Context: an optimization exercise on an open-source flow, tuned for small area. The choices shown serve that exercise and are no tape-out recipe. Function was checked by simulation only, so behaviour that the tests miss may differ from the original. Power figures rest on the tool's default switching activity, not on a simulated workload.

## flow/design.v (module list and top-level ports; edited modules follow where they fit)
// module coef_capture: 69 lines
// module cbq_lane_d17: 72 lines
// module cbq_lane_d18: 188 lines
// module cbq_lane_d21: 125 lines
// module cbq_lane_d24: 86 lines
// module cbq_lane_d26: 264 lines
// module cbq_lane_d47: 179 lines
// module cbq_lane_d56: 85 lines
// module cbq_lane_d66: 48 lines
// module cbq_lane_d99: 97 lines
// module round_output: 83 lines
// module cb_quant_top: 22 lines
module cb_quant_top (
    input  logic             clk,
    input  logic             rst,
    input  logic             enable,
    input  logic [64*11-1:0] coef_in,
    output logic [64*11-1:0] q_out,
    output logic             out_enable
);
  // ...
==> flow/run.sh <==
#!/bin/bash
# synth_recipe.tcl (not shown) runs the flow's synth.tcl, then flattens the netlist and writes it again
# the make line also repeats each setting of config.mk as NAME=value (left out here)
make -C /OpenROAD-flow-scripts/flow DESIGN_CONFIG=/design/flow/config.mk WORK_HOME=/design/flow/orfs CLKGATE_MAP_FILE= SYNTH_SCRIPT=/design/flow/synth_recipe.tcl finish
==> flow/config.mk <==
export PLATFORM = sky130hd
export DESIGN_NAME = cb_quant_top
export DESIGN_NICKNAME = cb_quant_top
export VERILOG_FILES = /design/flow/design.v
export SDC_FILE = /design/flow/constraint.sdc
export NUM_CORES = 4
export LEC_CHECK = 0
export CAP_MARGIN = 20
export CORE_AREA = 5 5 485 485
export DIE_AREA = 0 0 490 490
export SLEW_MARGIN = 20
==> flow/constraint.sdc <==
create_clock -name core_clock -period 5.0 [get_ports {clk}]
set_input_delay 1.0000 -clock core_clock [delete_from_list [all_inputs] [get_ports {clk}]]
set_output_delay 1.0000 -clock core_clock [all_outputs]
set_load 0.01 [all_outputs]
==> impl_metrics.ini, run 1 <==
[timing]
timing.clock.skew_ps = 0
finalCriticalPeriod_ps = 4780
clock.fmax_mhz = 209

[yosys]
synth_largest_area_cell = sky130_fd_sc_hd__dfxtp_1
fraction_of_the_yosys_area_taken_by_sequential_cells = 0.174
synth_top_area_share = 0.174
synth_top_family_by_area = compound AO/OA/AOI/OAI gates
syn-mean-instance-area_um2 = 7.44
synth_fa_ha_area_frac = 0.190
synth.area.mux_share = 0.0676
synthSimpleGateAreaFrac = 0.176
synth_cells = 5264

[critical_path]
critical_path.max_fanout = 4
worstSetupEndpointType = flip-flop
timing.critical_path.arrival_ps = 5290
worst_path_dominant_cell_family = adder cells

[outcome]
run_status = finished clean

[placement]
hpwlAfterDp_um = 183000
placement.setup.worst_slack_ps = -671

[hold_path]
hold_class = flip-flop to flip-flop
timing.hold.worst_path_depth = 2

[pwr]
power_combinational_mw = 6.44
seqPwrFrac = 0.240
power.ir.vdd_worst_mv = 0.262

[global_routing]
grt_pass1_vias = 42200
grt_start_max_net_pins = 138
grt_antenna_before_repair = 74

[cts]
worst_setup_hold_path_clk_slew_ps = 60
cts-root-buf = sky130_fd_sc_hd__clkbuf_16

[cells_and_area]
layout.sequential_cells = 340
antennaDiodeCount = 34
top_library_cells_by_usage_in_the_layout_fill_and_taps_aside = sky130_fd_sc_hd__clkdlybuf4s50_1, sky130_fd_sc_hd__nor2_1, sky130_fd_sc_hd__inv_1
bufAreaShareNonClock = 0.293

[flow_run]
max_cap_violation_count = 0

[floorplanning]
ioPinCount = 1412
==> module cbq_lane_d66, before the edit <==
module cbq_lane_d66 (
    input  logic [10:0] z,
    output logic [4:0] y
);
  wire n17, n18, n19, n20, n21, n22, n23,
    n24, n25, n26, n27, n28, n29, n30, n31,
    n32, n33, n34, n35, n36, n37, n38, n39,
    n40, n41, n42, n43, n45, n46, n48, n49,
    n51, n52;
  assign n17 = z[5] & z[10];
  assign n18 = ~z[5] & ~z[10];
  assign n19 = z[4] & ~z[9];
  assign n20 = z[1] & ~z[6];
  assign n21 = z[0] & z[10];
  assign n22 = ~n20 & ~n21;
  assign n23 = ~z[1] & z[6];
  assign n24 = ~z[2] & z[7];
  assign n25 = ~n23 & ~n24;
  assign n26 = ~n22 & n25;
  assign n27 = z[3] & ~z[8];
  assign n28 = z[2] & ~z[7];
  assign n29 = ~n27 & ~n28;
  assign n30 = ~n26 & n29;
  assign n31 = ~z[4] & z[9];
  assign n32 = ~z[3] & z[8];
  assign n33 = ~n31 & ~n32;
  assign n34 = ~n30 & n33;
  assign n35 = ~n19 & ~n34;
  assign n36 = ~n18 & ~n35;
  assign n37 = ~n17 & ~n36;
  assign n38 = z[6] & ~n37;
  assign n39 = ~z[7] & ~z[8];
  assign n40 = ~z[9] & z[10];
  assign n41 = n39 & n40;
  assign n42 = ~z[6] & ~n41;
  assign n43 = n37 & n42;
  assign y[0] = ~n38 & ~n43;
  assign n45 = z[7] & n38;
  assign n46 = ~z[7] & ~n38;
  assign y[1] = ~n45 & ~n46;
  assign n48 = z[8] & n45;
  assign n49 = ~z[8] & ~n45;
  assign y[2] = ~n48 & ~n49;
  assign n51 = z[9] & n48;
  assign n52 = ~z[9] & ~n48;
  assign y[3] = ~n51 & ~n52;
  assign y[4] = z[10] & ~n51;
endmodule
==> inputs of run 2 (changes only) <==
==> flow/design.v (replaced) <==
`timescale 1ns/1ps
module coef_capture (
    input  logic [64*11-1:0] coef_in,
    output logic [338:0] q_narrow
);
    cbq_lane_d17 u_lane0 (.z(coef_in[0 +: 11]), .y(q_narrow[0 +: 7]));
    cbq_lane_d18 u_lane1 (.z(coef_in[11 +: 11]), .y(q_narrow[7 +: 7]));
    cbq_lane_d24 u_lane2 (.z(coef_in[22 +: 11]), .y(q_narrow[14 +: 7]));
    cbq_lane_d47 u_lane3 (.z(coef_in[33 +: 11]), .y(q_narrow[21 +: 6]));
    cbq_lane_d99 u_lane4 (.z(coef_in[44 +: 11]), .y(q_narrow[27 +: 5]));
    cbq_lane_d99 u_lane5 (.z(coef_in[55 +: 11]), .y(q_narrow[32 +: 5]));
    cbq_lane_d99 u_lane6 (.z(coef_in[66 +: 11]), .y(q_narrow[37 +: 5]));
    cbq_lane_d99 u_lane7 (.z(coef_in[77 +: 11]), .y(q_narrow[42 +: 5]));
    cbq_lane_d18 u_lane8 (.z(coef_in[88 +: 11]), .y(q_narrow[47 +: 7]));
    cbq_lane_d21 u_lane9 (.z(coef_in[99 +: 11]), .y(q_narrow[54 +: 7]));
    cbq_lane_d26 u_lane10 (.z(coef_in[110 +: 11]), .y(q_narrow[61 +: 7]));
    cbq_lane_d66 u_lane11 (.z(coef_in[121 +: 11]), .y(q_narrow[68 +: 5]));
    cbq_lane_d99 u_lane12 (.z(coef_in[132 +: 11]), .y(q_narrow[73 +: 5]));
    cbq_lane_d99 u_lane13 (.z(coef_in[143 +: 11]), .y(q_narrow[78 +: 5]));
    cbq_lane_d99 u_lane14 (.z(coef_in[154 +: 11]), .y(q_narrow[83 +: 5]));
    cbq_lane_d99 u_lane15 (.z(coef_in[165 +: 11]), .y(q_narrow[88 +: 5]));
    cbq_lane_d24 u_lane16 (.z(coef_in[176 +: 11]), .y(q_narrow[93 +: 7]));
    cbq_lane_d26 u_lane17 (.z(coef_in[187 +: 11]), .y(q_narrow[100 +: 7]));
    cbq_lane_d56 u_lane18 (.z(coef_in[198 +: 11]), .y(q_narrow[107 +: 6]));
    cbq_lane_d99 u_lane19 (.z(coef_in[209 +: 11]), .y(q_narrow[113 +: 5]));
    cbq_lane_d99 u_lane20 (.z(coef_in[220 +: 11]), .y(q_narrow[118 +: 5]));
    cbq_lane_d99 u_lane21 (.z(coef_in[231 +: 11]), .y(q_narrow[123 +: 5]));
    cbq_lane_d99 u_lane22 (.z(coef_in[242 +: 11]), .y(q_narrow[128 +: 5]));
    cbq_lane_d99 u_lane23 (.z(coef_in[253 +: 11]), .y(q_narrow[133 +: 5]));
    cbq_lane_d47 u_lane24 (.z(coef_in[264 +: 11]), .y(q_narrow[138 +: 6]));
    cbq_lane_d66 u_lane25 (.z(coef_in[275 +: 11]), .y(q_narrow[144 +: 5]));
    cbq_lane_d99 u_lane26 (.z(coef_in[286 +: 11]), .y(q_narrow[149 +: 5]));
    cbq_lane_d99 u_lane27 (.z(coef_in[297 +: 11]), .y(q_narrow[154 +: 5]));
    cbq_lane_d99 u_lane28 (.z(coef_in[308 +: 11]), .y(q_narrow[159 +: 5]));
    cbq_lane_d99 u_lane29 (.z(coef_in[319 +: 11]), .y(q_narrow[164 +: 5]));
    cbq_lane_d99 u_lane30 (.z(coef_in[330 +: 11]), .y(q_narrow[169 +: 5]));
    cbq_lane_d99 u_lane31 (.z(coef_in[341 +: 11]), .y(q_narrow[174 +: 5]));
    cbq_lane_d99 u_lane32 (.z(coef_in[352 +: 11]), .y(q_narrow[179 +: 5]));
    cbq_lane_d99 u_lane33 (.z(coef_in[363 +: 11]), .y(q_narrow[184 +: 5]));
    cbq_lane_d99 u_lane34 (.z(coef_in[374 +: 11]), .y(q_narrow[189 +: 5]));
    cbq_lane_d99 u_lane35 (.z(coef_in[385 +: 11]), .y(q_narrow[194 +: 5]));
    cbq_lane_d99 u_lane36 (.z(coef_in[396 +: 11]), .y(q_narrow[199 +: 5]));
    cbq_lane_d99 u_lane37 (.z(coef_in[407 +: 11]), .y(q_narrow[204 +: 5]));
    cbq_lane_d99 u_lane38 (.z(coef_in[418 +: 11]), .y(q_narrow[209 +: 5]));
    cbq_lane_d99 u_lane39 (.z(coef_in[429 +: 11]), .y(q_narrow[214 +: 5]));
    cbq_lane_d99 u_lane40 (.z(coef_in[440 +: 11]), .y(q_narrow[219 +: 5]));
    cbq_lane_d99 u_lane41 (.z(coef_in[451 +: 11]), .y(q_narrow[224 +: 5]));
    cbq_lane_d99 u_lane42 (.z(coef_in[462 +: 11]), .y(q_narrow[229 +: 5]));
    cbq_lane_d99 u_lane43 (.z(coef_in[473 +: 11]), .y(q_narrow[234 +: 5]));
    cbq_lane_d99 u_lane44 (.z(coef_in[484 +: 11]), .y(q_narrow[239 +: 5]));
    cbq_lane_d99 u_lane45 (.z(coef_in[495 +: 11]), .y(q_narrow[244 +: 5]));
    cbq_lane_d99 u_lane46 (.z(coef_in[506 +: 11]), .y(q_narrow[249 +: 5]));
    cbq_lane_d99 u_lane47 (.z(coef_in[517 +: 11]), .y(q_narrow[254 +: 5]));
    cbq_lane_d99 u_lane48 (.z(coef_in[528 +: 11]), .y(q_narrow[259 +: 5]));
    cbq_lane_d99 u_lane49 (.z(coef_in[539 +: 11]), .y(q_narrow[264 +: 5]));
    cbq_lane_d99 u_lane50 (.z(coef_in[550 +: 11]), .y(q_narrow[269 +: 5]));
    cbq_lane_d99 u_lane51 (.z(coef_in[561 +: 11]), .y(q_narrow[274 +: 5]));
    cbq_lane_d99 u_lane52 (.z(coef_in[572 +: 11]), .y(q_narrow[279 +: 5]));
    cbq_lane_d99 u_lane53 (.z(coef_in[583 +: 11]), .y(q_narrow[284 +: 5]));
    cbq_lane_d99 u_lane54 (.z(coef_in[594 +: 11]), .y(q_narrow[289 +: 5]));
    cbq_lane_d99 u_lane55 (.z(coef_in[605 +: 11]), .y(q_narrow[294 +: 5]));
    cbq_lane_d99 u_lane56 (.z(coef_in[616 +: 11]), .y(q_narrow[299 +: 5]));
    cbq_lane_d99 u_lane57 (.z(coef_in[627 +: 11]), .y(q_narrow[304 +: 5]));
    cbq_lane_d99 u_lane58 (.z(coef_in[638 +: 11]), .y(q_narrow[309 +: 5]));
    cbq_lane_d99 u_lane59 (.z(coef_in[649 +: 11]), .y(q_narrow[314 +: 5]));
    cbq_lane_d99 u_lane60 (.z(coef_in[660 +: 11]), .y(q_narrow[319 +: 5]));
    cbq_lane_d99 u_lane61 (.z(coef_in[671 +: 11]), .y(q_narrow[324 +: 5]));
    cbq_lane_d99 u_lane62 (.z(coef_in[682 +: 11]), .y(q_narrow[329 +: 5]));
    cbq_lane_d99 u_lane63 (.z(coef_in[693 +: 11]), .y(q_narrow[334 +: 5]));
endmodule
`timescale 1ns/1ps
module cbq_lane_d17 (
    input  logic [10:0] z,
    output logic [6:0] y
);
  wire n19, n20, n21, n22, n23, n24, n25,
    n26, n27, n28, n29, n30, n31, n32, n33,
    n34, n35, n36, n37, n38, n39, n40, n42,
    n43, n44, n45, n46, n47, n48, n49, n50,
    n52, n53, n54, n55, n56, n57, n58, n59,
    n60, n62, n63, n64, n65, n66, n68, n69,
    n70, n72, n73, n74, n75, n76;
  assign n19 = z[1] & ~z[5];
  assign n20 = z[0] & ~z[4];
  assign n21 = ~n19 & ~n20;
  assign n22 = ~z[1] & z[5];
  assign n23 = ~n21 & ~n22;
  assign n24 = ~z[4] & ~z[5];
  assign n25 = z[7] & n24;
  assign n26 = ~z[2] & ~n25;
  assign n27 = ~n23 & n26;
  assign n28 = ~z[6] & ~n27;
  assign n29 = z[2] & n23;
  assign n30 = ~n28 & ~n29;
  assign n31 = ~z[3] & z[7];
  assign n32 = n30 & n31;
  assign n33 = z[3] & ~z[7];
  assign n34 = ~n30 & n33;
  assign n35 = ~n32 & ~n34;
  assign n36 = z[4] & ~z[8];
  assign n37 = ~z[4] & z[8];
  assign n38 = ~n36 & ~n37;
  assign n39 = n35 & n38;
  assign n40 = ~n35 & ~n38;
  assign y[0] = ~n39 & ~n40;
  assign n42 = z[5] & ~z[9];
  assign n43 = ~z[5] & z[9];
  assign n44 = ~n42 & ~n43;
  assign n45 = n34 & n36;
  assign n46 = ~n34 & ~n36;
  assign n47 = ~n45 & ~n46;
  assign n48 = ~n39 & ~n47;
  assign n49 = n44 & n48;
  assign n50 = ~n44 & ~n48;
  assign y[1] = n49 | n50;
  assign n52 = ~n43 & ~n49;
  assign n53 = ~z[6] & ~n52;
  assign n54 = ~z[10] & n53;
  assign n55 = z[10] & ~n53;
  assign n56 = ~n54 & ~n55;
  assign n57 = z[6] & n52;
  assign n58 = ~n45 & ~n57;
  assign n59 = ~n56 & ~n58;
  assign n60 = n56 & n58;
  assign y[2] = ~n59 & ~n60;
  assign n62 = ~z[7] & ~n59;
  assign n63 = n54 & n62;
  assign n64 = z[7] & n59;
  assign n65 = ~n54 & ~n62;
  assign n66 = ~n64 & n65;
  assign y[3] = n63 | n66;
  assign n68 = ~n63 & ~n64;
  assign n69 = z[8] & ~n68;
  assign n70 = ~z[8] & n68;
  assign y[4] = ~n69 & ~n70;
  assign n72 = ~z[8] & ~n63;
  assign n73 = z[8] & ~n64;
  assign n74 = ~n72 & ~n73;
  assign n75 = z[9] & n74;
  assign n76 = ~z[9] & ~n74;
  assign y[5] = ~n75 & ~n76;
  assign y[6] = z[10] & ~n75;
endmodule
module cbq_lane_d18 (
    input  logic [10:0] z,
    output logic [6:0] y
);
  wire n19, n20, n21, n22, n23, n24, n25,
    n26, n27, n28, n29, n30, n31, n32, n33,
    n34, n35, n36, n37, n38, n39, n40, n41,
    n42, n43, n44, n45, n46, n47, n48, n49,
    n50, n51, n52, n53, n54, n55, n56, n57,
    n58, n59, n60, n61, n62, n63, n64, n65,
    n66, n67, n68, n69, n70, n71, n72, n73,
    n74, n75, n76, n77, n78, n79, n80, n81,
    n82, n83, n84, n85, n86, n87, n88, n89,
    n90, n91, n92, n93, n94, n95, n96, n97,
    n98, n99, n100, n101, n102, n103, n104,
    n105, n106, n107, n108, n109, n110, n111,
    n112, n113, n114, n115, n116, n117, n118,
    n119, n121, n122, n124, n125, n127, n128,
    n129, n130, n131, n132, n134, n135, n136,
    n137, n138, n140, n141, n142, n143, n144;
  assign n19 = z[5] & ~z[8];
  assign n20 = ~z[6] & z[9];
  assign n21 = ~n19 & n20;
  assign n22 = ~z[5] & z[8];
  assign n23 = ~z[10] & n22;
  assign n24 = ~z[4] & ~n23;
  assign n25 = n21 & ~n24;
  assign n26 = z[4] & ~z[10];
  assign n27 = z[6] & ~z[9];
  assign n28 = ~n21 & ~n27;
  assign n29 = ~n22 & ~n28;
  assign n30 = n26 & ~n29;
  assign n31 = ~n25 & ~n30;
  assign n32 = z[7] & n31;
  assign n33 = ~z[4] & z[10];
  assign n34 = ~n21 & n33;
  assign n35 = ~n26 & ~n28;
  assign n36 = n19 & n35;
  assign n37 = ~n34 & ~n36;
  assign n38 = ~n32 & n37;
  assign n39 = ~z[4] & z[7];
  assign n40 = ~n37 & n39;
  assign n41 = ~n38 & ~n40;
  assign n42 = ~n19 & ~n22;
  assign n43 = n38 & n42;
  assign n44 = ~n38 & ~n42;
  assign n45 = ~n43 & ~n44;
  assign n46 = z[10] & ~n45;
  assign n47 = ~z[7] & ~n31;
  assign n48 = ~n46 & n47;
  assign n49 = ~n41 & ~n48;
  assign n50 = ~z[10] & ~n22;
  assign n51 = z[4] & ~z[7];
  assign n52 = ~n50 & ~n51;
  assign n53 = n35 & n52;
  assign n54 = z[4] & n53;
  assign n55 = ~z[9] & ~z[10];
  assign n56 = z[8] & ~n55;
  assign n57 = z[9] & z[10];
  assign n58 = ~n56 & ~n57;
  assign n59 = ~n54 & n58;
  assign n60 = ~z[5] & ~z[6];
  assign n61 = n26 & ~n60;
  assign n62 = ~z[7] & ~z[10];
  assign n63 = ~z[6] & n62;
  assign n64 = ~n61 & n63;
  assign n65 = ~n59 & ~n64;
  assign n66 = n49 & ~n65;
  assign n67 = ~z[10] & n45;
  assign n68 = ~n46 & ~n67;
  assign n69 = ~n66 & n68;
  assign n70 = n66 & ~n68;
  assign n71 = ~n69 & ~n70;
  assign n72 = ~n49 & n65;
  assign n73 = ~n66 & ~n72;
  assign n74 = ~z[1] & ~n73;
  assign n75 = z[1] & ~n49;
  assign n76 = z[7] & z[8];
  assign n77 = ~n60 & n76;
  assign n78 = n55 & ~n77;
  assign n79 = ~n65 & ~n78;
  assign n80 = ~n75 & n79;
  assign n81 = z[1] & n49;
  assign n82 = z[5] & z[6];
  assign n83 = ~z[7] & ~z[8];
  assign n84 = ~n82 & n83;
  assign n85 = n57 & ~n84;
  assign n86 = ~n81 & n85;
  assign n87 = ~n80 & ~n86;
  assign n88 = ~z[0] & ~n87;
  assign n89 = ~n74 & ~n88;
  assign n90 = z[2] & n89;
  assign n91 = ~n71 & ~n90;
  assign n92 = ~z[2] & ~n89;
  assign n93 = ~n91 & ~n92;
  assign n94 = ~z[3] & ~n93;
  assign n95 = ~n46 & n66;
  assign n96 = ~n66 & ~n67;
  assign n97 = ~n95 & ~n96;
  assign n98 = ~n20 & ~n27;
  assign n99 = ~n19 & ~n43;
  assign n100 = n98 & ~n99;
  assign n101 = ~n98 & n99;
  assign n102 = ~n100 & ~n101;
  assign n103 = ~n33 & n102;
  assign n104 = n97 & ~n103;
  assign n105 = ~n97 & n102;
  assign n106 = ~n104 & ~n105;
  assign n107 = ~n42 & ~n61;
  assign n108 = z[6] & ~n26;
  assign n109 = n42 & ~n108;
  assign n110 = ~n107 & ~n109;
  assign n111 = n71 & n110;
  assign n112 = ~n53 & ~n111;
  assign n113 = ~n106 & n112;
  assign n114 = ~n94 & n113;
  assign n115 = z[3] & n106;
  assign n116 = n93 & n115;
  assign n117 = ~n114 & ~n116;
  assign n118 = ~n49 & ~n117;
  assign n119 = n49 & n117;
  assign y[0] = ~n118 & ~n119;
  assign n121 = n45 & n118;
  assign n122 = ~n45 & ~n118;
  assign y[1] = ~n121 & ~n122;
  assign n124 = n102 & n121;
  assign n125 = ~n102 & ~n121;
  assign y[2] = ~n124 & ~n125;
  assign n127 = ~n27 & y[2];
  assign n128 = ~n21 & ~n127;
  assign n129 = z[7] & z[10];
  assign n130 = ~n62 & ~n129;
  assign n131 = n128 & ~n130;
  assign n132 = ~n128 & n130;
  assign y[3] = ~n131 & ~n132;
  assign n134 = n62 & ~n128;
  assign n135 = n128 & n129;
  assign n136 = ~n134 & ~n135;
  assign n137 = z[8] & ~n136;
  assign n138 = ~z[8] & n136;
  assign y[4] = ~n137 & ~n138;
  assign n140 = z[8] & n135;
  assign n141 = ~z[8] & n134;
  assign n142 = ~n140 & ~n141;
  assign n143 = z[9] & ~n142;
  assign n144 = ~z[9] & ~n140;
  assign y[5] = ~n143 & ~n144;
  assign y[6] = z[10] & ~n143;
endmodule
module cbq_lane_d21 (
    input  logic [10:0] z,
    output logic [6:0] y
);
  wire n19, n20, n21, n22, n23, n24, n25,
    n26, n27, n28, n29, n30, n31, n32, n33,
    n34, n35, n36, n37, n38, n39, n40, n41,
    n42, n43, n44, n45, n46, n47, n48, n49,
    n50, n51, n52, n53, n54, n55, n56, n57,
    n58, n59, n60, n61, n62, n63, n64, n65,
    n66, n67, n68, n69, n70, n71, n72, n73,
    n74, n75, n76, n77, n78, n79, n80, n81,
    n82, n83, n84, n85, n86, n87, n88, n89,
    n90, n91, n92, n93, n94, n95, n96, n98,
    n99, n101, n102, n104, n105, n106, n107,
    n108, n109, n110, n112, n113, n114, n115,
    n116, n118, n119, n120, n122, n123, n124;
  assign n19 = ~z[4] & z[10];
  assign n20 = z[7] & z[8];
  assign n21 = ~z[9] & ~n20;
  assign n22 = ~z[5] & ~n19;
  assign n23 = z[4] & ~z[10];
  assign n24 = z[5] & ~n23;
  assign n25 = ~n22 & ~n24;
  assign n26 = ~n21 & n25;
  assign n27 = n19 & ~n26;
  assign n28 = z[8] & z[9];
  assign n29 = ~n23 & ~n28;
  assign n30 = n22 & ~n29;
  assign n31 = ~n21 & n23;
  assign n32 = ~n30 & ~n31;
  assign n33 = ~n27 & n32;
  assign n34 = z[6] & n33;
  assign n35 = ~z[6] & ~n33;
  assign n36 = ~n34 & ~n35;
  assign n37 = ~n27 & ~n34;
  assign n38 = ~z[5] & z[7];
  assign n39 = z[5] & ~z[7];
  assign n40 = ~n38 & ~n39;
  assign n41 = n37 & ~n40;
  assign n42 = ~n37 & n40;
  assign n43 = ~n41 & ~n42;
  assign n44 = n36 & n43;
  assign n45 = ~z[8] & ~z[10];
  assign n46 = n44 & n45;
  assign n47 = n26 & ~n28;
  assign n48 = ~z[5] & ~n23;
  assign n49 = z[8] & n48;
  assign n50 = n30 & n49;
  assign n51 = ~n47 & ~n50;
  assign n52 = ~n46 & ~n51;
  assign n53 = ~z[0] & ~z[1];
  assign n54 = n36 & ~n43;
  assign n55 = ~n53 & n54;
  assign n56 = z[6] & ~z[8];
  assign n57 = ~z[6] & z[8];
  assign n58 = ~n56 & ~n57;
  assign n59 = ~n38 & ~n42;
  assign n60 = ~n58 & n59;
  assign n61 = n58 & ~n59;
  assign n62 = ~n60 & ~n61;
  assign n63 = ~z[2] & ~n62;
  assign n64 = ~n55 & n63;
  assign n65 = z[0] & z[1];
  assign n66 = n44 & ~n65;
  assign n67 = n36 & ~n62;
  assign n68 = z[1] & ~n36;
  assign n69 = ~n43 & ~n68;
  assign n70 = ~n67 & n69;
  assign n71 = ~n66 & ~n70;
  assign n72 = ~n64 & n71;
  assign n73 = n53 & n54;
  assign n74 = z[2] & n62;
  assign n75 = ~n73 & n74;
  assign n76 = ~n72 & ~n75;
  assign n77 = ~z[3] & n76;
  assign n78 = ~z[6] & ~z[7];
  assign n79 = ~z[8] & n78;
  assign n80 = ~n48 & n79;
  assign n81 = z[5] & ~n19;
  assign n82 = ~n20 & n81;
  assign n83 = ~n25 & ~n82;
  assign n84 = ~n80 & n83;
  assign n85 = z[9] & ~n84;
  assign n86 = ~z[9] & ~n25;
  assign n87 = ~n49 & n86;
  assign n88 = ~n85 & ~n87;
  assign n89 = ~n77 & n88;
  assign n90 = ~n84 & n87;
  assign n91 = z[3] & ~n90;
  assign n92 = ~n76 & n91;
  assign n93 = ~n89 & ~n92;
  assign n94 = ~n52 & ~n93;
  assign n95 = n36 & ~n94;
  assign n96 = ~n36 & n94;
  assign y[0] = ~n95 & ~n96;
  assign n98 = ~n43 & n96;
  assign n99 = n43 & ~n96;
  assign y[1] = ~n98 & ~n99;
  assign n101 = n62 & ~n98;
  assign n102 = ~n62 & n98;
  assign y[2] = ~n101 & ~n102;
  assign n104 = ~n57 & ~n61;
  assign n105 = ~n102 & ~n104;
  assign n106 = z[7] & ~n105;
  assign n107 = ~z[7] & n105;
  assign n108 = ~n106 & ~n107;
  assign n109 = z[9] & ~n108;
  assign n110 = ~z[9] & n108;
  assign y[3] = ~n109 & ~n110;
  assign n112 = z[8] & z[10];
  assign n113 = ~n45 & ~n112;
  assign n114 = ~n106 & ~n110;
  assign n115 = ~n113 & n114;
  assign n116 = n113 & ~n114;
  assign y[4] = n115 | n116;
  assign n118 = ~n107 & n112;
  assign n119 = ~z[9] & ~n118;
  assign n120 = n28 & n106;
  assign y[6] = z[10] & ~n120;
  assign n122 = ~z[8] & n108;
  assign n123 = ~z[10] & ~n122;
  assign n124 = ~y[6] & ~n123;
  assign y[5] = ~n119 & ~n124;
endmodule
module cbq_lane_d24 (
    input  logic [10:0] z,
    output logic [6:0] y
);
  wire n19, n20, n21, n22, n23, n24, n25,
    n26, n27, n28, n29, n30, n31, n32, n33,
    n34, n35, n36, n37, n38, n39, n40, n41,
    n42, n43, n44, n45, n46, n47, n48, n49,
    n50, n51, n52, n53, n54, n55, n56, n57,
    n58, n59, n60, n61, n62, n63, n64, n65,
    n66, n67, n68, n69, n70, n72, n73, n75,
    n76, n78, n79, n80, n82, n83, n85, n86,
    n87;
  assign n19 = ~z[5] & z[6];
  assign n20 = z[9] & z[10];
  assign n21 = ~z[8] & ~n20;
  assign n22 = ~z[9] & ~z[10];
  assign n23 = n21 & ~n22;
  assign n24 = z[8] & n20;
  assign n25 = ~n23 & ~n24;
  assign n26 = z[7] & ~n25;
  assign n27 = z[8] & ~n22;
  assign n28 = ~n21 & ~n27;
  assign n29 = ~z[7] & n28;
  assign n30 = ~n26 & ~n29;
  assign n31 = n19 & ~n30;
  assign n32 = z[5] & ~z[6];
  assign n33 = z[7] & ~n28;
  assign n34 = n25 & ~n33;
  assign n35 = ~n32 & ~n34;
  assign n36 = n32 & n34;
  assign n37 = ~n35 & ~n36;
  assign n38 = n30 & ~n37;
  assign n39 = ~n31 & ~n38;
  assign n40 = z[2] & z[10];
  assign n41 = ~z[2] & ~z[10];
  assign n42 = ~z[1] & z[9];
  assign n43 = z[0] & ~z[8];
  assign n44 = ~n42 & n43;
  assign n45 = z[1] & ~z[9];
  assign n46 = ~n44 & ~n45;
  assign n47 = ~n41 & ~n46;
  assign n48 = ~n40 & ~n47;
  assign n49 = ~z[3] & n48;
  assign n50 = z[4] & ~n49;
  assign n51 = n39 & ~n50;
  assign n52 = ~n19 & n30;
  assign n53 = ~n32 & ~n38;
  assign n54 = ~n52 & n53;
  assign n55 = n52 & ~n53;
  assign n56 = ~n54 & ~n55;
  assign n57 = ~n51 & ~n56;
  assign n58 = ~z[5] & ~z[6];
  assign n59 = ~z[8] & z[10];
  assign n60 = n58 & n59;
  assign n61 = ~z[4] & ~n60;
  assign n62 = n49 & n61;
  assign n63 = ~n39 & n62;
  assign n64 = n57 & ~n63;
  assign n65 = ~z[4] & n56;
  assign n66 = ~n64 & ~n65;
  assign n67 = z[4] & ~n39;
  assign n68 = ~n56 & ~n67;
  assign n69 = z[3] & ~n48;
  assign n70 = ~n68 & n69;
  assign y[0] = n66 | n70;
  assign n72 = n39 & n50;
  assign n73 = ~n63 & ~n72;
  assign y[1] = ~n56 & n73;
  assign n75 = z[5] & ~n57;
  assign n76 = ~z[5] & n57;
  assign y[2] = n75 | n76;
  assign n78 = z[6] & n72;
  assign n79 = ~n34 & ~y[2];
  assign n80 = n30 & ~n79;
  assign y[3] = ~n78 & ~n80;
  assign n82 = ~n25 & ~n78;
  assign n83 = n28 & ~y[3];
  assign y[4] = n82 | n83;
  assign n85 = n21 & ~n78;
  assign n86 = n24 & n78;
  assign n87 = ~n22 & ~n86;
  assign y[5] = ~n85 & n87;
  assign y[6] = z[10] & ~n86;
endmodule
module cbq_lane_d26 (
    input  logic [10:0] z,
    output logic [6:0] y
);
  wire n19, n20, n21, n22, n23, n24, n25,
    n26, n27, n28, n29, n30, n31, n32, n33,
    n34, n35, n36, n37, n38, n39, n40, n41,
    n42, n43, n44, n45, n46, n47, n48, n49,
    n50, n51, n52, n53, n54, n55, n56, n57,
    n58, n59, n60, n61, n62, n63, n64, n65,
    n66, n67, n68, n69, n70, n71, n72, n73,
    n74, n75, n76, n77, n78, n79, n80, n81,
    n82, n83, n84, n85, n86, n87, n88, n89,
    n90, n91, n92, n93, n94, n95, n96, n97,
    n98, n99, n100, n101, n102, n103, n104,
    n105, n106, n107, n108, n109, n110, n111,
    n112, n113, n114, n115, n116, n117, n118,
    n119, n120, n121, n122, n123, n124, n125,
    n126, n127, n128, n129, n130, n131, n132,
    n133, n134, n135, n136, n137, n138, n139,
    n140, n141, n142, n143, n144, n145, n146,
    n147, n148, n149, n150, n151, n152, n153,
    n154, n155, n156, n157, n158, n159, n160,
    n161, n162, n163, n164, n165, n166, n167,
    n168, n169, n170, n171, n173, n174, n175,
    n177, n178, n179, n181, n182, n183, n184,
    n185, n186, n187, n188, n189, n190, n192,
    n193, n194, n195, n196, n197, n198, n199,
    n200, n201, n202, n203, n204, n206, n207,
    n209;
  assign n19 = z[7] & z[9];
  assign n20 = ~z[5] & ~z[6];
  assign n21 = z[4] & z[6];
  assign n22 = z[5] & z[6];
  assign n23 = ~n21 & ~n22;
  assign n24 = z[7] & ~n23;
  assign n25 = ~n20 & ~n24;
  assign n26 = ~z[8] & ~n25;
  assign n27 = ~z[7] & ~z[8];
  assign n28 = ~z[4] & ~z[7];
  assign n29 = z[5] & ~n28;
  assign n30 = z[6] & ~n29;
  assign n31 = n27 & ~n30;
  assign n32 = ~z[5] & z[8];
  assign n33 = n28 & n32;
  assign n34 = z[5] & z[8];
  assign n35 = ~z[6] & z[7];
  assign n36 = n34 & n35;
  assign n37 = ~n33 & ~n36;
  assign n38 = ~n31 & n37;
  assign n39 = ~n26 & n38;
  assign n40 = z[6] & z[8];
  assign n41 = ~n29 & n40;
  assign n42 = n39 & ~n41;
  assign n43 = ~n19 & ~n42;
  assign n44 = z[4] & n32;
  assign n45 = ~n43 & n44;
  assign n46 = ~z[8] & ~z[9];
  assign n47 = n22 & n46;
  assign n48 = ~z[4] & ~n47;
  assign n49 = z[9] & n32;
  assign n50 = n48 & ~n49;
  assign n51 = ~z[6] & z[9];
  assign n52 = n20 & ~n27;
  assign n53 = ~n51 & ~n52;
  assign n54 = n50 & n53;
  assign n55 = ~z[9] & n21;
  assign n56 = ~n32 & n55;
  assign n57 = ~n50 & n51;
  assign n58 = ~n56 & ~n57;
  assign n59 = ~n54 & n58;
  assign n60 = ~n45 & n59;
  assign n61 = z[10] & ~n60;
  assign n62 = z[5] & ~z[8];
  assign n63 = z[9] & ~n62;
  assign n64 = ~z[4] & ~n63;
  assign n65 = z[7] & n32;
  assign n66 = ~z[7] & ~z[9];
  assign n67 = n62 & n66;
  assign n68 = ~n65 & ~n67;
  assign n69 = n64 & n68;
  assign n70 = z[4] & n67;
  assign n71 = z[4] & n51;
  assign n72 = n52 & n71;
  assign n73 = ~z[6] & ~n72;
  assign n74 = ~n70 & n73;
  assign n75 = ~n69 & n74;
  assign n76 = z[6] & n64;
  assign n77 = n21 & n63;
  assign n78 = z[10] & ~n47;
  assign n79 = ~n77 & n78;
  assign n80 = ~n76 & n79;
  assign n81 = ~n75 & n80;
  assign n82 = ~n61 & ~n81;
  assign n83 = ~z[5] & ~n57;
  assign n84 = n48 & ~n83;
  assign n85 = n20 & ~n46;
  assign n86 = z[4] & ~z[5];
  assign n87 = ~n71 & ~n86;
  assign n88 = ~n85 & ~n87;
  assign n89 = ~n49 & n88;
  assign n90 = ~n84 & ~n89;
  assign n91 = z[7] & ~n90;
  assign n92 = ~z[7] & ~n88;
  assign n93 = ~n84 & n92;
  assign n94 = ~n91 & ~n93;
  assign n95 = ~n82 & n94;
  assign n96 = n82 & ~n94;
  assign n97 = ~n95 & ~n96;
  assign n98 = ~n19 & ~n66;
  assign n99 = ~z[9] & n60;
  assign n100 = ~n94 & n99;
  assign n101 = ~n95 & ~n100;
  assign n102 = n42 & n101;
  assign n103 = ~z[6] & ~n39;
  assign n104 = ~n102 & ~n103;
  assign n105 = ~n36 & ~n40;
  assign n106 = ~n104 & n105;
  assign n107 = ~n98 & n106;
  assign n108 = ~z[9] & n81;
  assign n109 = n94 & n108;
  assign n110 = n98 & ~n109;
  assign n111 = ~n106 & n110;
  assign n112 = ~n107 & ~n111;
  assign n113 = ~n43 & ~n94;
  assign n114 = ~z[10] & n113;
  assign n115 = ~n112 & n114;
  assign n116 = z[10] & ~n34;
  assign n117 = ~n113 & ~n116;
  assign n118 = n112 & n117;
  assign n119 = ~n60 & ~n118;
  assign n120 = ~n115 & n119;
  assign n121 = z[3] & ~n120;
  assign n122 = ~z[7] & n86;
  assign n123 = z[9] & ~z[10];
  assign n124 = ~n94 & ~n123;
  assign n125 = ~z[9] & z[10];
  assign n126 = ~n60 & ~n125;
  assign n127 = ~n124 & n126;
  assign n128 = ~n122 & n127;
  assign n129 = ~n42 & ~n128;
  assign n130 = n42 & n127;
  assign n131 = ~n129 & ~n130;
  assign n132 = z[2] & n131;
  assign n133 = ~z[2] & ~n131;
  assign n134 = ~z[7] & ~z[10];
  assign n135 = z[5] & z[9];
  assign n136 = ~n20 & ~n135;
  assign n137 = n134 & ~n136;
  assign n138 = z[8] & ~n137;
  assign n139 = z[9] & z[10];
  assign n140 = ~n22 & n139;
  assign n141 = n27 & n51;
  assign n142 = z[10] & ~n27;
  assign n143 = ~z[8] & n142;
  assign n144 = ~n141 & ~n143;
  assign n145 = ~n140 & ~n144;
  assign n146 = ~n138 & ~n145;
  assign n147 = ~z[0] & ~n146;
  assign n148 = z[7] & n40;
  assign n149 = n125 & n148;
  assign n150 = ~n147 & ~n149;
  assign n151 = z[1] & n150;
  assign n152 = ~n46 & ~n134;
  assign n153 = ~z[6] & ~n152;
  assign n154 = ~z[8] & n153;
  assign n155 = z[9] & ~n154;
  assign n156 = ~n97 & ~n155;
  assign n157 = ~z[1] & ~n150;
  assign n158 = n97 & n155;
  assign n159 = ~n157 & ~n158;
  assign n160 = ~n156 & n159;
  assign n161 = ~n151 & ~n160;
  assign n162 = ~n133 & ~n161;
  assign n163 = ~n132 & ~n162;
  assign n164 = ~n121 & n163;
  assign n165 = ~z[3] & n120;
  assign n166 = ~z[10] & n60;
  assign n167 = ~n81 & ~n166;
  assign n168 = ~n165 & n167;
  assign n169 = ~n164 & n168;
  assign n170 = n97 & n169;
  assign n171 = ~n97 & ~n169;
  assign y[0] = ~n170 & ~n171;
  assign n173 = n101 & ~n170;
  assign n174 = n42 & ~n173;
  assign n175 = ~n42 & n173;
  assign y[1] = ~n174 & ~n175;
  assign n177 = n42 & n170;
  assign n178 = n112 & n177;
  assign n179 = ~n112 & ~n177;
  assign y[2] = ~n178 & ~n179;
  assign n181 = ~n66 & ~n106;
  assign n182 = ~n19 & ~n181;
  assign n183 = ~z[8] & ~z[10];
  assign n184 = z[8] & z[10];
  assign n185 = ~n183 & ~n184;
  assign n186 = ~n178 & n185;
  assign n187 = n178 & ~n185;
  assign n188 = ~n186 & ~n187;
  assign n189 = n182 & n188;
  assign n190 = ~n182 & ~n188;
  assign y[3] = ~n189 & ~n190;
  assign n192 = ~n22 & n27;
  assign n193 = n139 & ~n192;
  assign n194 = z[9] & ~n183;
  assign n195 = ~n142 & ~n194;
  assign n196 = ~n153 & ~n195;
  assign n197 = ~z[9] & ~z[10];
  assign n198 = ~n36 & n197;
  assign n199 = ~n148 & n198;
  assign n200 = ~n196 & ~n199;
  assign n201 = ~n193 & ~n200;
  assign n202 = z[4] & n178;
  assign n203 = ~n201 & n202;
  assign n204 = n201 & ~n202;
  assign y[4] = ~n203 & ~n204;
  assign n206 = n196 & ~n203;
  assign n207 = ~n196 & n203;
  assign y[5] = n206 | n207;
  assign n209 = z[9] & n203;
  assign y[6] = z[10] & ~n209;
endmodule
module cbq_lane_d47 (
    input  logic [10:0] z,
    output logic [5:0] y
);
  wire n18, n19, n20, n21, n22, n23, n24,
    n25, n26, n27, n28, n29, n30, n31, n32,
    n33, n34, n35, n36, n37, n38, n39, n40,
    n41, n42, n43, n44, n45, n46, n47, n48,
    n49, n50, n51, n52, n53, n54, n55, n56,
    n57, n58, n59, n60, n61, n62, n63, n64,
    n65, n66, n67, n68, n69, n70, n71, n72,
    n73, n74, n75, n76, n77, n78, n79, n80,
    n81, n82, n83, n84, n85, n86, n87, n88,
    n89, n90, n91, n92, n93, n94, n95, n96,
    n97, n98, n99, n100, n101, n102, n103,
    n104, n105, n106, n107, n108, n109, n110,
    n111, n112, n113, n114, n115, n116, n117,
    n118, n119, n120, n121, n122, n123, n124,
    n125, n126, n127, n128, n129, n130, n131,
    n132, n133, n134, n135, n136, n137, n138,
    n139, n140, n141, n142, n144, n145, n147,
    n148, n149, n150, n151, n152, n153, n154,
    n155, n157, n158, n160, n162, n163;
  assign n18 = ~z[7] & ~z[9];
  assign n19 = z[7] & z[9];
  assign n20 = ~n18 & ~n19;
  assign n21 = ~z[6] & n20;
  assign n22 = z[7] & ~n21;
  assign n23 = z[8] & ~n22;
  assign n24 = z[8] & ~z[9];
  assign n25 = z[5] & z[6];
  assign n26 = n24 & n25;
  assign n27 = ~z[6] & ~z[7];
  assign n28 = ~z[7] & z[8];
  assign n29 = ~z[6] & ~z[8];
  assign n30 = z[7] & n29;
  assign n31 = ~n28 & ~n30;
  assign n32 = ~n27 & ~n31;
  assign n33 = z[7] & ~z[8];
  assign n34 = ~n28 & ~n33;
  assign n35 = ~z[5] & ~z[6];
  assign n36 = ~n25 & ~n35;
  assign n37 = ~n34 & n36;
  assign n38 = ~n32 & n37;
  assign n39 = n34 & ~n36;
  assign n40 = ~n38 & ~n39;
  assign n41 = ~n26 & ~n40;
  assign n42 = z[7] & n24;
  assign n43 = ~z[8] & z[9];
  assign n44 = ~n24 & ~n43;
  assign n45 = ~z[7] & n44;
  assign n46 = ~n42 & ~n45;
  assign n47 = z[6] & ~n46;
  assign n48 = ~n34 & ~n44;
  assign n49 = ~n35 & ~n48;
  assign n50 = ~n25 & n46;
  assign n51 = ~n49 & n50;
  assign n52 = ~n47 & ~n51;
  assign n53 = n41 & n52;
  assign n54 = n18 & n53;
  assign n55 = ~n23 & ~n54;
  assign n56 = z[10] & ~n55;
  assign n57 = ~z[7] & ~z[8];
  assign n58 = ~z[9] & ~z[10];
  assign n59 = z[6] & ~n28;
  assign n60 = n58 & n59;
  assign n61 = z[8] & n60;
  assign n62 = ~z[10] & ~n27;
  assign n63 = ~n43 & n62;
  assign n64 = z[9] & z[10];
  assign n65 = n57 & n64;
  assign n66 = ~n24 & ~n65;
  assign n67 = ~n63 & n66;
  assign n68 = ~n61 & ~n67;
  assign n69 = ~n57 & ~n68;
  assign n70 = z[9] & ~z[10];
  assign n71 = ~n69 & n70;
  assign n72 = ~n58 & ~n64;
  assign n73 = n33 & ~n72;
  assign n74 = ~n60 & ~n73;
  assign n75 = ~n71 & n74;
  assign n76 = ~n56 & n75;
  assign n77 = ~z[5] & ~n32;
  assign n78 = z[5] & ~n31;
  assign n79 = ~n77 & ~n78;
  assign n80 = n40 & ~n42;
  assign n81 = ~n79 & n80;
  assign n82 = ~n26 & ~n81;
  assign n83 = ~z[4] & ~n82;
  assign n84 = z[10] & ~n65;
  assign n85 = ~n83 & ~n84;
  assign n86 = z[4] & ~n40;
  assign n87 = ~n26 & n86;
  assign n88 = n84 & ~n87;
  assign n89 = ~n85 & ~n88;
  assign n90 = n52 & ~n89;
  assign n91 = ~z[5] & n89;
  assign n92 = ~n90 & ~n91;
  assign n93 = z[10] & ~n92;
  assign n94 = ~z[10] & n92;
  assign n95 = ~n93 & ~n94;
  assign n96 = n76 & n95;
  assign n97 = ~z[4] & z[6];
  assign n98 = n96 & n97;
  assign n99 = ~n41 & n79;
  assign n100 = ~z[9] & ~n89;
  assign n101 = z[9] & n89;
  assign n102 = ~n100 & ~n101;
  assign n103 = n99 & n102;
  assign n104 = ~n99 & ~n102;
  assign n105 = ~n103 & ~n104;
  assign n106 = ~n98 & n105;
  assign n107 = ~z[2] & ~n76;
  assign n108 = ~n36 & ~n52;
  assign n109 = n20 & ~n108;
  assign n110 = ~n53 & ~n109;
  assign n111 = z[5] & ~z[6];
  assign n112 = z[8] & ~n111;
  assign n113 = ~z[1] & ~z[4];
  assign n114 = ~n18 & ~n29;
  assign n115 = ~n113 & n114;
  assign n116 = ~n112 & n115;
  assign n117 = n36 & n112;
  assign n118 = ~z[0] & ~n117;
  assign n119 = ~n116 & n118;
  assign n120 = ~n110 & ~n119;
  assign n121 = ~n20 & n25;
  assign n122 = ~n21 & ~n121;
  assign n123 = n119 & n122;
  assign n124 = z[1] & ~n123;
  assign n125 = ~n54 & ~n124;
  assign n126 = ~n120 & n125;
  assign n127 = ~n107 & ~n126;
  assign n128 = z[2] & n76;
  assign n129 = z[3] & n68;
  assign n130 = ~n128 & ~n129;
  assign n131 = ~n127 & n130;
  assign n132 = n85 & ~n87;
  assign n133 = ~z[3] & ~n68;
  assign n134 = z[4] & n79;
  assign n135 = n40 & ~n134;
  assign n136 = ~n86 & ~n135;
  assign n137 = n84 & ~n136;
  assign n138 = ~n133 & ~n137;
  assign n139 = ~n132 & n138;
  assign n140 = ~n131 & n139;
  assign n141 = n106 & n140;
  assign n142 = ~n106 & ~n140;
  assign y[0] = ~n141 & ~n142;
  assign n144 = ~n95 & n141;
  assign n145 = n95 & ~n141;
  assign y[1] = ~n144 & ~n145;
  assign n147 = ~n48 & n94;
  assign n148 = ~n46 & ~n92;
  assign n149 = z[10] & n48;
  assign n150 = ~n148 & ~n149;
  assign n151 = ~n147 & n150;
  assign n152 = n144 & n151;
  assign n153 = n52 & n96;
  assign n154 = ~n152 & ~n153;
  assign n155 = ~n144 & ~n151;
  assign y[2] = n154 & ~n155;
  assign n157 = n68 & ~n154;
  assign n158 = ~n68 & n154;
  assign y[3] = n157 | n158;
  assign n160 = n19 & ~n154;
  assign y[5] = z[10] & ~n160;
  assign n162 = ~n70 & ~y[5];
  assign n163 = ~n64 & y[3];
  assign y[4] = ~n162 & ~n163;
endmodule
module cbq_lane_d56 (
    input  logic [10:0] z,
    output logic [5:0] y
);
  wire n18, n19, n20, n21, n22, n23, n24,
    n25, n26, n27, n28, n29, n30, n31, n32,
    n33, n34, n35, n36, n37, n38, n39, n40,
    n41, n42, n43, n44, n45, n46, n47, n48,
    n49, n50, n51, n52, n53, n54, n55, n56,
    n57, n58, n59, n60, n61, n62, n63, n64,
    n65, n66, n67, n68, n69, n70, n72, n73,
    n75, n76, n78, n79, n80, n82, n83, n84,
    n85, n87;
  assign n18 = ~z[6] & ~z[9];
  assign n19 = z[6] & z[9];
  assign n20 = ~z[8] & z[10];
  assign n21 = z[8] & ~z[10];
  assign n22 = ~z[5] & ~n21;
  assign n23 = ~n20 & ~n22;
  assign n24 = ~n19 & ~n23;
  assign n25 = ~n18 & ~n24;
  assign n26 = z[7] & n25;
  assign n27 = ~z[10] & n26;
  assign n28 = ~z[7] & ~n25;
  assign n29 = z[10] & n28;
  assign n30 = ~n27 & ~n29;
  assign n31 = z[8] & n30;
  assign n32 = ~z[8] & ~n30;
  assign n33 = ~n31 & ~n32;
  assign n34 = ~z[5] & n33;
  assign n35 = z[5] & ~n33;
  assign n36 = ~n34 & ~n35;
  assign n37 = ~z[7] & n20;
  assign n38 = ~n19 & ~n37;
  assign n39 = z[7] & n21;
  assign n40 = ~n18 & ~n39;
  assign n41 = n38 & ~n40;
  assign n42 = ~n38 & n40;
  assign n43 = ~n41 & ~n42;
  assign n44 = n36 & n43;
  assign n45 = z[10] & ~n26;
  assign n46 = ~n27 & ~n28;
  assign n47 = ~n45 & n46;
  assign n48 = ~n29 & ~n47;
  assign n49 = ~n44 & n48;
  assign n50 = z[4] & ~n49;
  assign n51 = ~z[1] & ~z[10];
  assign n52 = z[2] & ~n51;
  assign n53 = z[1] & z[10];
  assign n54 = ~z[2] & ~n53;
  assign n55 = z[0] & ~z[9];
  assign n56 = ~n54 & n55;
  assign n57 = ~n52 & ~n56;
  assign n58 = ~z[3] & n57;
  assign n59 = ~n50 & n58;
  assign n60 = ~z[4] & n48;
  assign n61 = ~n36 & ~n60;
  assign n62 = n34 & ~n43;
  assign n63 = ~n34 & n43;
  assign n64 = ~n62 & ~n63;
  assign n65 = n61 & n64;
  assign n66 = ~n59 & n65;
  assign n67 = z[3] & ~n57;
  assign n68 = ~n50 & ~n67;
  assign n69 = n61 & ~n68;
  assign n70 = ~n64 & ~n69;
  assign y[0] = ~n66 & ~n70;
  assign n72 = ~n49 & n66;
  assign n73 = n49 & ~n66;
  assign y[1] = ~n72 & ~n73;
  assign n75 = n33 & ~n72;
  assign n76 = ~n33 & n72;
  assign y[2] = ~n75 & ~n76;
  assign n78 = ~n43 & ~n72;
  assign n79 = z[6] & ~n78;
  assign n80 = ~z[6] & n78;
  assign y[3] = ~n79 & ~n80;
  assign n82 = z[9] & ~y[3];
  assign n83 = ~z[10] & n82;
  assign n84 = ~z[9] & y[3];
  assign n85 = z[8] & n82;
  assign y[5] = z[10] & ~n85;
  assign n87 = ~n84 & y[5];
  assign y[4] = n83 | n87;
endmodule
module cbq_lane_d66 (
    input  logic [10:0] z,
    output logic [4:0] y
);
  wire n17, n18, n19, n20, n21, n22, n23,
    n24, n25, n26, n27, n28, n29, n30, n31,
    n32, n33, n34, n35, n36, n37, n38, n39,
    n40, n41, n42, n43, n45, n46, n48, n49,
    n51, n52;
  assign n17 = ~z[5] & ~z[10];
  assign n18 = z[5] & z[10];
  assign n19 = ~z[4] & z[9];
  assign n20 = z[4] & ~z[9];
  assign n21 = ~z[3] & z[8];
  assign n22 = z[3] & ~z[8];
  assign n23 = ~z[2] & z[7];
  assign n24 = z[2] & ~z[7];
  assign n25 = ~z[1] & z[6];
  assign n26 = z[1] & ~z[6];
  assign n27 = z[0] & z[10];
  assign n28 = ~n26 & ~n27;
  assign n29 = ~n25 & ~n28;
  assign n30 = ~n24 & ~n29;
  assign n31 = ~n23 & ~n30;
  assign n32 = ~n22 & ~n31;
  assign n33 = ~n21 & ~n32;
  assign n34 = ~n20 & ~n33;
  assign n35 = ~n19 & ~n34;
  assign n36 = ~n18 & ~n35;
  assign n37 = ~n17 & ~n36;
  assign n38 = z[6] & n37;
  assign n39 = ~z[7] & ~z[8];
  assign n40 = ~z[9] & z[10];
  assign n41 = n39 & n40;
  assign n42 = ~z[6] & ~n41;
  assign n43 = ~n37 & n42;
  assign y[0] = ~n38 & ~n43;
  assign n45 = z[7] & n38;
  assign n46 = ~z[7] & ~n38;
  assign y[1] = ~n45 & ~n46;
  assign n48 = z[8] & n45;
  assign n49 = ~z[8] & ~n45;
  assign y[2] = ~n48 & ~n49;
  assign n51 = z[9] & n48;
  assign n52 = ~z[9] & ~n48;
  assign y[3] = ~n51 & ~n52;
  assign y[4] = z[10] & ~n51;
endmodule
module cbq_lane_d99 (
    input  logic [10:0] z,
    output logic [4:0] y
);
  wire n17, n18, n19, n20, n21, n22, n23,
    n24, n25, n26, n27, n28, n29, n30, n31,
    n32, n33, n34, n35, n36, n37, n38, n39,
    n40, n41, n42, n43, n44, n45, n46, n47,
    n48, n49, n50, n51, n52, n53, n54, n55,
    n56, n57, n58, n59, n60, n61, n62, n63,
    n64, n65, n66, n67, n68, n69, n70, n71,
    n72, n73, n75, n76, n78, n79, n81, n82,
    n83;
  assign n17 = ~z[7] & ~z[9];
  assign n18 = z[7] & z[9];
  assign n19 = ~n17 & ~n18;
  assign n20 = ~z[7] & z[10];
  assign n21 = z[8] & ~n20;
  assign n22 = z[7] & ~z[10];
  assign n23 = ~z[8] & ~n22;
  assign n24 = ~n21 & ~n23;
  assign n25 = z[5] & n24;
  assign n26 = ~n21 & ~n25;
  assign n27 = n19 & ~n26;
  assign n28 = ~n19 & n26;
  assign n29 = ~n27 & ~n28;
  assign n30 = ~z[8] & ~n17;
  assign n31 = z[10] & ~n18;
  assign n32 = n23 & ~n31;
  assign n33 = z[8] & ~n17;
  assign n34 = ~z[10] & n33;
  assign n35 = ~n32 & ~n34;
  assign n36 = ~n19 & ~n35;
  assign n37 = ~n30 & ~n36;
  assign n38 = z[5] & ~n37;
  assign n39 = ~n24 & ~n38;
  assign n40 = ~n25 & ~n39;
  assign n41 = ~z[6] & ~n40;
  assign n42 = ~n18 & n24;
  assign n43 = ~n27 & n42;
  assign n44 = n35 & ~n43;
  assign n45 = z[3] & ~n44;
  assign n46 = ~z[2] & n29;
  assign n47 = ~z[0] & z[10];
  assign n48 = z[1] & ~n47;
  assign n49 = ~n46 & n48;
  assign n50 = z[2] & ~n29;
  assign n51 = ~n49 & ~n50;
  assign n52 = ~n45 & n51;
  assign n53 = ~z[3] & n44;
  assign n54 = z[9] & z[10];
  assign n55 = ~z[9] & ~z[10];
  assign n56 = ~n54 & ~n55;
  assign n57 = z[8] & n56;
  assign n58 = ~n18 & ~n33;
  assign n59 = ~n56 & n58;
  assign n60 = ~n57 & ~n59;
  assign n61 = ~z[4] & ~n60;
  assign n62 = ~n53 & ~n61;
  assign n63 = ~n52 & n62;
  assign n64 = ~z[5] & ~n24;
  assign n65 = n37 & n64;
  assign n66 = z[6] & ~n25;
  assign n67 = ~n65 & n66;
  assign n68 = z[4] & n60;
  assign n69 = ~n67 & ~n68;
  assign n70 = ~n63 & n69;
  assign n71 = ~n41 & ~n70;
  assign n72 = n29 & n71;
  assign n73 = ~n29 & ~n71;
  assign y[0] = ~n72 & ~n73;
  assign n75 = n44 & n72;
  assign n76 = ~n44 & ~n72;
  assign y[1] = ~n75 & ~n76;
  assign n78 = ~n60 & n75;
  assign n79 = n60 & ~n75;
  assign y[2] = n78 | n79;
  assign n81 = z[8] & n75;
  assign n82 = ~n54 & ~n57;
  assign n83 = ~n75 & n82;
  assign y[3] = ~n81 & ~n83;
  assign y[4] = z[10] & ~n81;
endmodule
`timescale 1ns/1ps
module round_output (
    input  logic clk,
    input  logic rst,
    input  logic enable,
    input  logic [338:0] q_narrow,
    output logic [64*11-1:0] q_out,
    output logic out_enable
);
    logic [338:0] q_reg;
    always_ff @(posedge clk) begin
        if (rst) begin
            out_enable <= 1'b0;
            q_reg      <= '0;
        end else begin
            out_enable <= enable;
            if (enable) q_reg <= q_narrow;
        end
    end
    assign q_out[0 +: 11] = {{4{q_reg[6]}}, q_reg[0 +: 7]};
    assign q_out[11 +: 11] = {{4{q_reg[13]}}, q_reg[7 +: 7]};
    assign q_out[22 +: 11] = {{4{q_reg[20]}}, q_reg[14 +: 7]};
    assign q_out[33 +: 11] = {{5{q_reg[26]}}, q_reg[21 +: 6]};
    assign q_out[44 +: 11] = {{6{q_reg[31]}}, q_reg[27 +: 5]};
    assign q_out[55 +: 11] = {{6{q_reg[36]}}, q_reg[32 +: 5]};
    assign q_out[66 +: 11] = {{6{q_reg[41]}}, q_reg[37 +: 5]};
    assign q_out[77 +: 11] = {{6{q_reg[46]}}, q_reg[42 +: 5]};
    assign q_out[88 +: 11] = {{4{q_reg[53]}}, q_reg[47 +: 7]};
    assign q_out[99 +: 11] = {{4{q_reg[60]}}, q_reg[54 +: 7]};
    assign q_out[110 +: 11] = {{4{q_reg[67]}}, q_reg[61 +: 7]};
    assign q_out[121 +: 11] = {{6{q_reg[72]}}, q_reg[68 +: 5]};
    assign q_out[132 +: 11] = {{6{q_reg[77]}}, q_reg[73 +: 5]};
    assign q_out[143 +: 11] = {{6{q_reg[82]}}, q_reg[78 +: 5]};
    assign q_out[154 +: 11] = {{6{q_reg[87]}}, q_reg[83 +: 5]};
    assign q_out[165 +: 11] = {{6{q_reg[92]}}, q_reg[88 +: 5]};
    assign q_out[176 +: 11] = {{4{q_reg[99]}}, q_reg[93 +: 7]};
    assign q_out[187 +: 11] = {{4{q_reg[106]}}, q_reg[100 +: 7]};
    assign q_out[198 +: 11] = {{5{q_reg[112]}}, q_reg[107 +: 6]};
    assign q_out[209 +: 11] = {{6{q_reg[117]}}, q_reg[113 +: 5]};
    assign q_out[220 +: 11] = {{6{q_reg[122]}}, q_reg[118 +: 5]};
    assign q_out[231 +: 11] = {{6{q_reg[127]}}, q_reg[123 +: 5]};
    assign q_out[242 +: 11] = {{6{q_reg[132]}}, q_reg[128 +: 5]};
    assign q_out[253 +: 11] = {{6{q_reg[137]}}, q_reg[133 +: 5]};
    assign q_out[264 +: 11] = {{5{q_reg[143]}}, q_reg[138 +: 6]};
    assign q_out[275 +: 11] = {{6{q_reg[148]}}, q_reg[144 +: 5]};
    assign q_out[286 +: 11] = {{6{q_reg[153]}}, q_reg[149 +: 5]};
    assign q_out[297 +: 11] = {{6{q_reg[158]}}, q_reg[154 +: 5]};
    assign q_out[308 +: 11] = {{6{q_reg[163]}}, q_reg[159 +: 5]};
    assign q_out[319 +: 11] = {{6{q_reg[168]}}, q_reg[164 +: 5]};
    assign q_out[330 +: 11] = {{6{q_reg[173]}}, q_reg[169 +: 5]};
    assign q_out[341 +: 11] = {{6{q_reg[178]}}, q_reg[174 +: 5]};
    assign q_out[352 +: 11] = {{6{q_reg[183]}}, q_reg[179 +: 5]};
    assign q_out[363 +: 11] = {{6{q_reg[188]}}, q_reg[184 +: 5]};
    assign q_out[374 +: 11] = {{6{q_reg[193]}}, q_reg[189 +: 5]};
    assign q_out[385 +: 11] = {{6{q_reg[198]}}, q_reg[194 +: 5]};
    assign q_out[396 +: 11] = {{6{q_reg[203]}}, q_reg[199 +: 5]};
    assign q_out[407 +: 11] = {{6{q_reg[208]}}, q_reg[204 +: 5]};
    assign q_out[418 +: 11] = {{6{q_reg[213]}}, q_reg[209 +: 5]};
    assign q_out[429 +: 11] = {{6{q_reg[218]}}, q_reg[214 +: 5]};
    assign q_out[440 +: 11] = {{6{q_reg[223]}}, q_reg[219 +: 5]};
    assign q_out[451 +: 11] = {{6{q_reg[228]}}, q_reg[224 +: 5]};
    assign q_out[462 +: 11] = {{6{q_reg[233]}}, q_reg[229 +: 5]};
    assign q_out[473 +: 11] = {{6{q_reg[238]}}, q_reg[234 +: 5]};
    assign q_out[484 +: 11] = {{6{q_reg[243]}}, q_reg[239 +: 5]};
    assign q_out[495 +: 11] = {{6{q_reg[248]}}, q_reg[244 +: 5]};
    assign q_out[506 +: 11] = {{6{q_reg[253]}}, q_reg[249 +: 5]};
    assign q_out[517 +: 11] = {{6{q_reg[258]}}, q_reg[254 +: 5]};
    assign q_out[528 +: 11] = {{6{q_reg[263]}}, q_reg[259 +: 5]};
    assign q_out[539 +: 11] = {{6{q_reg[268]}}, q_reg[264 +: 5]};
    assign q_out[550 +: 11] = {{6{q_reg[273]}}, q_reg[269 +: 5]};
    assign q_out[561 +: 11] = {{6{q_reg[278]}}, q_reg[274 +: 5]};
    assign q_out[572 +: 11] = {{6{q_reg[283]}}, q_reg[279 +: 5]};
    assign q_out[583 +: 11] = {{6{q_reg[288]}}, q_reg[284 +: 5]};
    assign q_out[594 +: 11] = {{6{q_reg[293]}}, q_reg[289 +: 5]};
    assign q_out[605 +: 11] = {{6{q_reg[298]}}, q_reg[294 +: 5]};
    assign q_out[616 +: 11] = {{6{q_reg[303]}}, q_reg[299 +: 5]};
    assign q_out[627 +: 11] = {{6{q_reg[308]}}, q_reg[304 +: 5]};
    assign q_out[638 +: 11] = {{6{q_reg[313]}}, q_reg[309 +: 5]};
    assign q_out[649 +: 11] = {{6{q_reg[318]}}, q_reg[314 +: 5]};
    assign q_out[660 +: 11] = {{6{q_reg[323]}}, q_reg[319 +: 5]};
    assign q_out[671 +: 11] = {{6{q_reg[328]}}, q_reg[324 +: 5]};
    assign q_out[682 +: 11] = {{6{q_reg[333]}}, q_reg[329 +: 5]};
    assign q_out[693 +: 11] = {{6{q_reg[338]}}, q_reg[334 +: 5]};
endmodule
`timescale 1ns/1ps
module cb_quant_top (
    input  logic             clk,
    input  logic             rst,
    input  logic             enable,
    input  logic [64*11-1:0] coef_in,
    output logic [64*11-1:0] q_out,
    output logic             out_enable
);
    logic [338:0] q_narrow;
    coef_capture i_coef_capture (
        .coef_in  (coef_in),
        .q_narrow (q_narrow)
    );
    round_output i_round_output (
        .clk        (clk),
        .rst        (rst),
        .enable     (enable),
        .q_narrow   (q_narrow),
        .q_out      (q_out),
        .out_enable (out_enable)
    );
endmodule
==> flow/flow/run.sh (new file) <==
#!/bin/bash
# Layout flow: the standard.sh (ORFS synthesis to finish) with these changes:
#  - synthesis maps the logic with ABC's area mapper (abc_amap.script) instead of the
#    timing-driven map + upsize script, and does not extract half/full adder cells;
#    registers, flattening and naming are those of the standard synthesis
#  - pass-through output wires get buf_1 instead of buf_4 in synthesis
#  - each port gets the smallest buffer (buf_1) instead of the default delay buffer
# Every tool's output goes to its own log here (ORFS keeps per-step logs in orfs/logs).
set -euo pipefail
HERE=$PWD
sed -e "s#log_cmd abc {\*}\$abc_args#log_cmd abc -script $HERE/flow/abc_amap.script {*}[lrange \$abc_args 2 end]#" \
    "$FLOW_HOME/scripts/synth.tcl" > synth_mod.tcl
grep -q "abc_amap.script" synth_mod.tcl
sed -e "s#source \$::env(SCRIPTS_DIR)/synth.tcl#source $HERE/synth_mod.tcl#" synth_recipe.tcl > my_synth.tcl
grep -q "synth_mod.tcl" my_synth.tcl
sed -e "s#SYNTH_SCRIPT=[^ ]*#SYNTH_SCRIPT=$HERE/my_synth.tcl ADDER_MAP_FILE= 'MIN_BUF_CELL_AND_PORTS=sky130_fd_sc_hd__buf_1 A X'#" standard.sh > my_standard.sh
grep -q "my_synth.tcl" my_standard.sh
export BUFFER_PORTS_ARGS="-buffer_cell sky130_fd_sc_hd__buf_1"
bash my_standard.sh > flow_make.log 2>&1
==> flow/flow/abc_amap.script (new file) <==
strash
dch
amap
topo
==> flow/standard.sh (new file) <==
#!/bin/bash
# synth_recipe.tcl (not shown) runs the flow's synth.tcl, then flattens the netlist and writes it again
# the make line also repeats each setting of config.mk as NAME=value (left out here)
make -C /OpenROAD-flow-scripts/flow DESIGN_CONFIG=/design/flow/config.mk WORK_HOME=/design/flow/orfs CLKGATE_MAP_FILE= SYNTH_SCRIPT=/design/flow/synth_recipe.tcl "${@:-finish}"
removed: flow/run.sh
==> impl_metrics.ini, run 2 <==
[outcome]
run_status = finished clean

[global_routing]
grt_pass1_vias = 35300
globalRouteTotalUtil = 0.145
grt_start_max_net_pins = 98
grt_antenna_before_repair = 73
grt.met1_usage = 0.165
global_route_track_usage_on_met2 = 0.238
grt.overflow.total = 0
gr-max-usage-layer = met2

[routing]
num_vias = 38600
route.antenna.remaining_nets = 0
drc = 0
route.final.wire_length_um = 186000

[yosys]
fraction_of_the_yosys_area_taken_by_sequential_cells = 0.240
synth_commonest_cells = sky130_fd_sc_hd__clkinv_1, sky130_fd_sc_hd__nor2_1, sky130_fd_sc_hd__o21ai_0, sky130_fd_sc_hd__a21oi_1, sky130_fd_sc_hd__buf_1
synth_cell_area_um2 = 28300
synth_top_area_share = 0.240
async_reset_ff_frac = 0
synth_largest_area_cell = sky130_fd_sc_hd__dfxtp_1
synth.top_cells.by_area = sky130_fd_sc_hd__dfxtp_1, sky130_fd_sc_hd__clkinv_1, sky130_fd_sc_hd__nor2_1
syn-mean-instance-area_um2 = 6.25
synth_enable_flop_cells = 0
synth_cells = 4530
synth-seq-cells = 340
yosysWarnings = 1

[critical_path]
critPathLaunchType = input pin
critical_path.max_fanout = 4
critical_path.most_common_cell = sky130_fd_sc_hd__o21ai_0
timing.critical_path.arrival_ps = 5100
worstSetupEndpointType = flip-flop
worst-endpoint-required_ps = 5510
reg2reg_setup_slack_ps = 3780
critPathBufInv = 5
worst_path_dominant_cell_family = compound AO/OA/AOI/OAI gates
worst_path_max_delay_cell = sky130_fd_sc_hd__a2111oi_1

[placement]
placement.setup.worst_slack_ps = -464
io_buffers = 1411
hpwlAfterDp_um = 157000
dp_cells = 8847
finalWeightedCongestion = 1.01
detailed_place.area_um2 = 38000

[cells_and_area]
area_growth_pct = 41.1
final_common_cell = sky130_fd_sc_hd__buf_1
filler_cells_inserted = 26600
final_core_utilization = 0.174
max_reg_flops = 339
top_library_cells_by_usage_in_the_layout_fill_and_taps_aside = sky130_fd_sc_hd__buf_1, sky130_fd_sc_hd__clkinv_1, sky130_fd_sc_hd__nor2_1

[hold_path]
timing.hold.worst_path_depth = 2
hold_class = flip-flop to flip-flop

[timing]
clock.fmax_mhz = 218
finalCriticalPeriod_ps = 4590
finalCritPeriodShare = 0.917
timing.clock.skew_ps = 0
slew-limit-headroom = 0.352

[floorplanning]
ioPinCount = 1412
total_die_area_um2 = 240000
dieWidth_um = 490
floorplan.die.height_um = 490

[flow_run]
max_cap_violation_count = 0

[pwr]
power_density_nw_per_um2 = 282
netSwitchingPower_mw = 4.50
switching_share = 0.399
p_leak_nw = 12.7
cell_internal_pwr_mw = 6.77
power.ir.vdd_worst_mv = 0.232
seqPwrFrac = 0.289

[cts]
tritoncts = done
worst_setup_hold_path_clk_slew_ps = 70
postCtsHoldBufs = 0
cts-root-buf = sky130_fd_sc_hd__clkbuf_16
clock_insertion_delay_worst_skew_ps = 650
## run 2: metal layers
| layer | part of all wire | up-vias | routed length, um |
|---|---|---|---|
| met1 | 0.39 | 17600 | 71800 |
| li1 | - | 18900 | - |
| met5 | 0.00060 | - | 112 |
| met2 | 0.45 | 1741 | 84200 |
| met3 | 0.10 | 306 | 19400 |
| met4 | 0.054 | 16 | 10100 |
## run 2: cells by family (layout without fill, tap and decap cells)
family,Yosys count,after routing,share of synthesized area
other,0,40,0
flip-flops,340,340,0.240
AO/OA/AOI/OAI,1767,1767,0.421
AND/OR/NAND/NOR,1189,1189,0.175
buffers and inverters,1234,2623,0.164
## run 2: worst paths after layout
| check | from | end |
|---|---|---|
| worst max-delay path | coef_in[97] | i_round_output.q_reg[53] |
| worst min-delay path | i_round_output.q_reg[152] | i_round_output.q_reg[152] |
| worst max register to register | i_round_output.q_reg[173] | i_round_output.q_reg[173] |
| worst min register to register | i_round_output.q_reg[152] | i_round_output.q_reg[152] |
## run 2: power groups by stage
stage          clock, mW  sequential (mW)  combinational (mW)
2_1_floorplan          0             3.32                2.17
3_3_place_gp           0             3.31                4.01
3_5_place_dp           0             3.32                3.99
4_1_cts             4.19             3.26                4.01
5_1_grt             4.27             3.29                4.45
6_report            4.02             3.26                4.00
## run 2: layout make-up
type | count | share of cell area
clock inverter | 28 | 0.00899
sequential | 340 | 0.170
multi-input combinational | 2956 | 0.425
tap | 3026 | 0.0948
timing repair buffer | 1657 | 0.180
inverter | 869 | 0.0821
clock buffer | 69 | 0.0362
antenna | 40 | 0.00251
## run 2: tightest hold or removal path, delay by kind of cell (launching register included)
family	cells	cell delay, ps
AO/OA/AOI/OAI	1	60
flip-flops	1	300
buffers and inverters	1	40
## run 2: timing repair
action,CTS,global route
setup buffers,0,1
hold endpoints to repair,0,0
setup endpoints to repair,0,12
resized for setup,0,22
## run 2: per-stage QoR
step | total power [mW] | hold WS, ps
floorplan | 5.49 | 480
global placement | 7.32 | 449
detailed placement | 7.31 | 446
CTS | 11.5 | 459
global route | 12.0 | 473
finish | 11.3 | 457

Check on run 2: ideal ports give 0.413 ns setup slack; a clkbuf_16 on the clock port and buf_2 on the inputs give 0.450 ns; moving port delays by the midpoint clock arrival (0.742 ns) as well gives -0.292 ns.
